From an optimization exercise on the open Yosys and OpenROAD flow, aimed at small area; shortcuts taken in it are not production practice.
Only simulation tests tie the RTL to the original design; equivalence was not proved.
The clock input has no modelled driver; a real chip could not lean on it and would need a root buffer or a full tree.
No activity file was given, so power comes from the tool's default toggle rates.

== run B ==
==> flow/design.v (excerpt) <==
module white_ball_motion (
	input  logic                     clk,
	input  logic                     resetN,
	input  logic                     start_of_frame,
	input  logic                     hit,
	input  logic                     can_cont,
	input  logic [11-1:0] cursor_x,
	input  logic [11-1:0] cursor_y,
	input  logic [4-1:0] power,
	input  logic                     pocket,
	input  logic                     fast_gift,
	input  logic                     slow_gift,
	output logic signed [12-1:0] pos_x,
	output logic signed [12-1:0] pos_y,
	output logic signed [16-1:0] speed_x,
	output logic signed [16-1:0] speed_y,
	output logic                     moving
);
Size in the first run: about 910 cells after synthesis, roughly 91 I/O pins.
clock: 10.0 ns
lec_check: 0
cap_margin: 0
core_margin: 2
core_utilization: 40
cts_buf_list: sky130_fd_sc_hd__clkbuf_4 sky130_fd_sc_hd__clkbuf_8
slew_margin: 0
standard.sh (not shown) runs the stock make flow with config.mk's settings and CLKGATE_MAP_FILE= SYNTH_SCRIPT=/design/flow/synth_recipe.tcl, a recipe that flattens the netlist after the stock synthesis.
==> flow/flow/run.sh <==
#!/bin/bash
# Own layout flow: the standard ORFS flow with
#  - no ABC pass inside yosys synth before the adder extraction, and an
#    area-oriented ABC script for the combinational mapping (registers
#    are untouched: same synthesis script, same flops and names),
#  - the smallest buffer for the port buffers,
#  - a small hand-built clock tree (flow/mytree.tcl): one root buffer and
#    eight leaf buffers, balanced by construction.
set -euo pipefail
here=$(pwd)
rm -rf "$here/abc_scripts"
cp -r "$FLOW_HOME/scripts" "$here/abc_scripts"
cp "$here/flow/abc_area.script" "$here/abc_scripts/abc_area.script"
bash standard.sh SCRIPTS_DIR="$here/abc_scripts" ABC_AREA=1 SYNTH_ARGS=-noabc synth > "$here/synth.log" 2>&1
bash standard.sh \
  'BUFFER_PORTS_ARGS=-buffer_cell sky130_fd_sc_hd__buf_1' \
  "PRE_CTS_TCL=$here/flow/mytree.tcl" \
  finish > "$here/layout.log" 2>&1
Other scripts of this flow, unchanged in this note and not shown: flow/flow/abc_area.script, flow/flow/mytree.tcl
The following lists how run K was set up differently from run B:
- CAP_MARGIN changed from 0 to 20
- SLEW_MARGIN changed from 0 to 20
Both conditions hold for run K: the flow ran to the end and the final layout passed the timing, DRC and antenna checks.
Run K vs. run B: count of filler cells inserted in the layout essentially unchanged; core utilization essentially unchanged.
There was hardly any difference in die area between run K and run B.
Delta (run K minus run B): switching share of power level; data arrival time of the critical path level; tightest hold margin level; global-route usage level; post-synthesis compound-gate area fraction level.
Run B → run K: routed wirelength normalized by instance count essentially unchanged, number of cells upsized or downsized after cts level.
No run of this note takes its clock network from TritonCTS; it comes from the design's own scripts or RTL.

* * *

== run H ==
Another version of the RTL of white_ball_motion (not shown whole).
Size in the first run: ~810 cells after synthesis, about 140 flip-flops, ~8900 sq um of cells after synthesis.
export LEC_CHECK = 0
export CAP_MARGIN = 20
export CORE_MARGIN = 2
export CORE_UTILIZATION = 40
export CTS_BUF_LIST = sky130_fd_sc_hd__clkbuf_4 sky130_fd_sc_hd__clkbuf_8
export SLEW_MARGIN = 20
create_clock -name core_clock -period 10.0 [get_ports {clk}]
==> flow/flow/abc_area.script <==
strash
&get -n
&deepsyn -T 60
&put
dch -f
amap
topo
Scripts as last shown in full above: flow/flow/run.sh
Other scripts of this flow, unchanged in this note and not shown: flow/flow/mytree.tcl
Changes in run P relative to run H:
- PLACE_DENSITY now 0.8, previously not set
==> flow/flow/abc_area.script <==
strash
&get -n
&deepsyn -T 60
&put
dch -f
amap
topo
stime -c
buffer -c
upsize -c
dnsize -c
==> notes.md <==
Run P reached the final stage; the timing, DRC and antenna checks on its layout passed.
Looking only at final hold slack, and setting everything else aside, the lower value of run H and run P goes to run H.
Between run P and run H, the final period utilization does not differ in any meaningful way.
The fmax was comparable across run H and run P.
The lower placeable core area came out of run H.
When run P is set beside run H, its area share of fa/ha/maj cells after synthesis turns out to be 0.74 points smaller.
Sort run H and run P by detailed placer's ending HPWL desc -> top: run P
Cmp run H and run P / post-route worst setup slack / lower: run P
No run of this note takes its clock network from TritonCTS; it comes from the design's own scripts or RTL.

* * *

== before ==
Another version of the RTL of white_ball_motion (not shown whole).
Size: roughly 150 flip-flops, ~0.011 mm² of cells after synthesis.
Settings: LEC_CHECK=0, CAP_MARGIN=20, CORE_MARGIN=2, CORE_UTILIZATION=40, CTS_BUF_LIST=sky130_fd_sc_hd__clkbuf_4 sky130_fd_sc_hd__clkbuf_8, SLEW_MARGIN=20; clock period 10.0 ns.
run.sh (not shown) runs the stock make flow with config.mk's settings and CLKGATE_MAP_FILE= SYNTH_SCRIPT=/design/flow/synth_recipe.tcl, a recipe that flattens the netlist after the stock synthesis.
Stock flow here: none of the scripts above is used.
### before -> after
Settings: a deleted CTS_BUF_LIST that had been sky130_fd_sc_hd__clkbuf_4 sky130_fd_sc_hd__clkbuf_8.
## What came out
Relative to before, share of total power in combinational logic has decreased by 2.2 points in after.
Diff after..before | amount of wire on met2 after detailed routing | negligible
Area growth from synthesis to final layout ended up 1.7 points higher on after than on before.
after vs. before: wire length on met3 rose by about 12%; setup slack down 41 ps; multi-input gate share of the layout cell area fell 0.76 points; sequential share of layout area went down.
Between before and after, the global-route usage figures differ only marginally.
Compared with before, after degrades worst hold slack.
Compared with before, in after cell area after layout went up about 1.5%, wire length reported by the detailed router held.

[what the ideal ports hide]
The results above use ideal ports. As a check the final layouts listed here were re-extracted and re-timed, cells and wires unchanged.
Step 1: set_driving_cell puts a clkbuf_16 on clk and a buf_2 on each other input, an assumption about the parent block.
Step 2, shift: input delay + t, output delay - t, t = (earliest + latest rising clock arrival at the registers) / 2. This alone moves slack from input paths to output paths.
a / b / c = no drivers / after step 1 / after step 2; a / b = the first two.
| run | shift t [ns] | setup slack, ns | pins driven straight from the clock port |
|---|---|---|---|
| run B | 0.497 | 0.516 / 0.533 / 0.036 | 1 |
| run K | 0.497 | 0.516 / 0.533 / 0.036 | 1 |
| run H | 0.479 | 0.368 / 0.381 / -0.097 | 1 |
| run P | 0.456 | 0.358 / 0.375 / -0.081 | 1 |
| before | 0.513 | 0.811 / 0.797 / 0.284 | 1 |
| after | 0.466 | 0.770 / 0.760 / 0.294 | 1 |
With both steps, setup timing fails in run H and run P, where it was met with ideal ports. The setup slack of before, which loses most, moves by -0.014 ns with the drivers and by -0.527 ns with both steps.
